This design comes from an exercise in tuning for small area and a short achievable clock period on the open sky130 flow, not from production work.
Where RTL was checked, it was by simulation tests only, not by an equivalence proof against the original.
The flow treats the clock pin as an ideal source. Dropping or thinning the clock tree relies on that and would not hold on a real chip.
No activity file was given, so power comes from the tool's default toggle rates.

v6:
==> module sample_fifo, before the edit <==
module sample_fifo
#(
   parameter int DEPTH = 16,
   parameter int W     = 28
) (
   input  logic         user_clk_out,
   input  logic         sys_rst_n,
   input  logic         push_i,      
   input  logic [W-1:0] push_data_i,
   input  logic         pop_i,       
   output logic [W-1:0] head_o,
   output logic         empty_o,
   output logic         full_o
);
   logic [W-1:0]     mem [DEPTH];
   logic [DEPTH-1:0] lvl_q;
   logic [DEPTH:0]   lvl_x;
   logic [DEPTH-1:0] sel_hold, sel_next, sel_in;
   assign lvl_x = {1'b0, lvl_q};
   always_comb begin
      for (int i = 0; i < DEPTH; i++) begin
         sel_hold[i] = ~pop_i & lvl_x[i];
         sel_next[i] =  pop_i & lvl_x[i+1];
         sel_in[i]   = ~sel_hold[i] & ~sel_next[i];
      end
   end
   always_ff @(posedge user_clk_out) begin
      for (int i = 0; i < DEPTH-1; i++) begin
         mem[i] <= ({W{sel_hold[i]}} & mem[i])
                 | ({W{sel_next[i]}} & mem[i+1])
                 | ({W{sel_in[i]}}   & push_data_i);
      end
      mem[DEPTH-1] <= ({W{sel_hold[DEPTH-1]}} & mem[DEPTH-1])
                    | ({W{sel_in[DEPTH-1]}}   & push_data_i);
   end
   always_ff @(posedge user_clk_out or negedge sys_rst_n) begin
      if (!sys_rst_n) begin
         lvl_q <= '0;
      end else if (push_i & ~pop_i) begin
         lvl_q <= {lvl_q[DEPTH-2:0], 1'b1};
      end else if (pop_i & ~push_i) begin
         lvl_q <= {1'b0, lvl_q[DEPTH-1:1]};
      end
   end
   assign head_o  = mem[0];
   assign empty_o = ~lvl_q[0];
   assign full_o  = lvl_q[DEPTH-1];
endmodule
Settings: LEC_CHECK=0, CAP_MARGIN=20, CORE_MARGIN=2, CORE_UTILIZATION=40, SETUP_SLACK_MARGIN=3.0, SLEW_MARGIN=20; clock period 5.0 ns.
standard.sh (not shown) runs the stock make flow with config.mk's settings and CLKGATE_MAP_FILE= SYNTH_SCRIPT=/design/flow/synth_recipe.tcl, a recipe that flattens the netlist after the stock synthesis.
==> flow/flow/run.sh <==
#!/bin/bash
# Own layout flow: the standard flow (standard synthesis unchanged), with
# plain buffers on the ports instead of the delay cells buffer_ports picks,
# a clock tree with larger sink clusters and no dummy loads, and the clock
# port driving the tree's first branch buffers directly (post_cts.tcl).
set -euo pipefail
export BUFFER_PORTS_ARGS="-buffer_cell sky130_fd_sc_hd__buf_4"
export CTS_ARGS="-sink_clustering_enable -repair_clock_nets -sink_clustering_size 25 -sink_clustering_max_diameter 100 -dont_use_dummy_load"
export POST_CTS_TCL="$(pwd)/flow/post_cts.tcl"
bash standard.sh finish > standard.log 2>&1
==> flow/flow/post_cts.tcl <==
set root [get_cells -quiet clkbuf_0_user_clk_out]
if {[llength $root] == 1} {
  set loads [get_pins -of_objects [get_nets -of_objects [get_pins clkbuf_0_user_clk_out/X]] -filter "direction == input"]
  puts "root buffer loads: [llength $loads]"
  if {[llength $loads] <= 4} {
    remove_buffers $root
    estimate_parasitics -placement
    repair_timing_helper
    detailed_placement
    check_placement -verbose
  }
}
v6: flow completed, timing, DRC and antenna clean
Input changes introduced in v27 (baseline for comparison: v6):
--- a/flow/design.v
+++ b/flow/design.v
@@ -32,10 +32,13 @@
    output logic         full_o
 );
    logic [W-1:0]     mem [DEPTH];
-   logic [DEPTH-1:0] lvl_q;
-   logic [DEPTH:0]   lvl_x;
+   logic [4:0]       level_q;      
+   logic             empty_q, full_q;
+   logic [DEPTH:0]   lvl_x;        
    logic [DEPTH-1:0] sel_hold, sel_next, sel_in;
-   assign lvl_x = {1'b0, lvl_q};
+   always_comb begin
+      for (int i = 0; i <= DEPTH; i++) lvl_x[i] = (level_q > 5'(i));
+   end
    always_comb begin
       for (int i = 0; i < DEPTH; i++) begin
          sel_hold[i] = ~pop_i & lvl_x[i];
@@ -54,16 +57,22 @@
    end
    always_ff @(posedge user_clk_out or negedge sys_rst_n) begin
       if (!sys_rst_n) begin
-         lvl_q <= '0;
+         level_q <= '0;
+         empty_q <= 1'b1;
+         full_q  <= 1'b0;
       end else if (push_i & ~pop_i) begin
-         lvl_q <= {lvl_q[DEPTH-2:0], 1'b1};
+         level_q <= level_q + 1'b1;
+         empty_q <= 1'b0;
+         full_q  <= (level_q == 5'(DEPTH-1));
       end else if (pop_i & ~push_i) begin
-         lvl_q <= {1'b0, lvl_q[DEPTH-1:1]};
+         level_q <= level_q - 1'b1;
+         empty_q <= (level_q == 5'd1);
+         full_q  <= 1'b0;
       end
    end
    assign head_o  = mem[0];
-   assign empty_o = ~lvl_q[0];
-   assign full_o  = lvl_q[DEPTH-1];
+   assign empty_o = empty_q;
+   assign full_o  = full_q;
 endmodule
 `timescale 1ns/1ps
 module capture_channel
### Flow results
On v27: clock group share of total power is 15 points lower than what v6 gave. When v27 is measured against v6, its minimum setup slack after placement turns out 320 ps lower. Clock skew after layout sits lower in v27 than in v6. Cell row count: v27 < v6. v27 completed every stage of the flow, and the final layout passed the timing, design-rule and antenna checks. Summary of v27 over v6: number of antenna violations at the first check in global routing now larger, final worst slack now smaller, number of fillers in the final layout now smaller, post-synthesis adder-cell area fraction now larger. Comparing synthesized area per cell for v27 and v6, the smaller number came from v6.
For v27, only the layout was checked, not whether the RTL still works.

afterwards: timing with drivers on the ports:
The results above use ideal ports. As a check the final layouts listed here were re-extracted and re-timed, cells and wires unchanged.
Step 1 assumes that a clkbuf_16 drives the clock port and a buf_2 every other input.
Step 2 adds t to the input delays and takes it off the output delays; t is the mean of the earliest and latest rising clock arrival at the registers after step 1. Input paths then give back, and output paths get back, about the clock's delay inside the block.
a / b / c = no drivers / after step 1 / after step 2; a / b = the first two.
run | t (ns) | setup WS [ns] | worst slew at a driven data input, ns
v6 | 0.585 | 2.969 / 2.821 / 2.424 | 0.20
v27 | 0.607 | 2.629 / 2.629 / 2.297 | 0.28
After both steps setup and hold are still met in every run listed. The setup slack of v6, which loses most, moves by -0.148 ns with the drivers and by -0.545 ns with both steps.
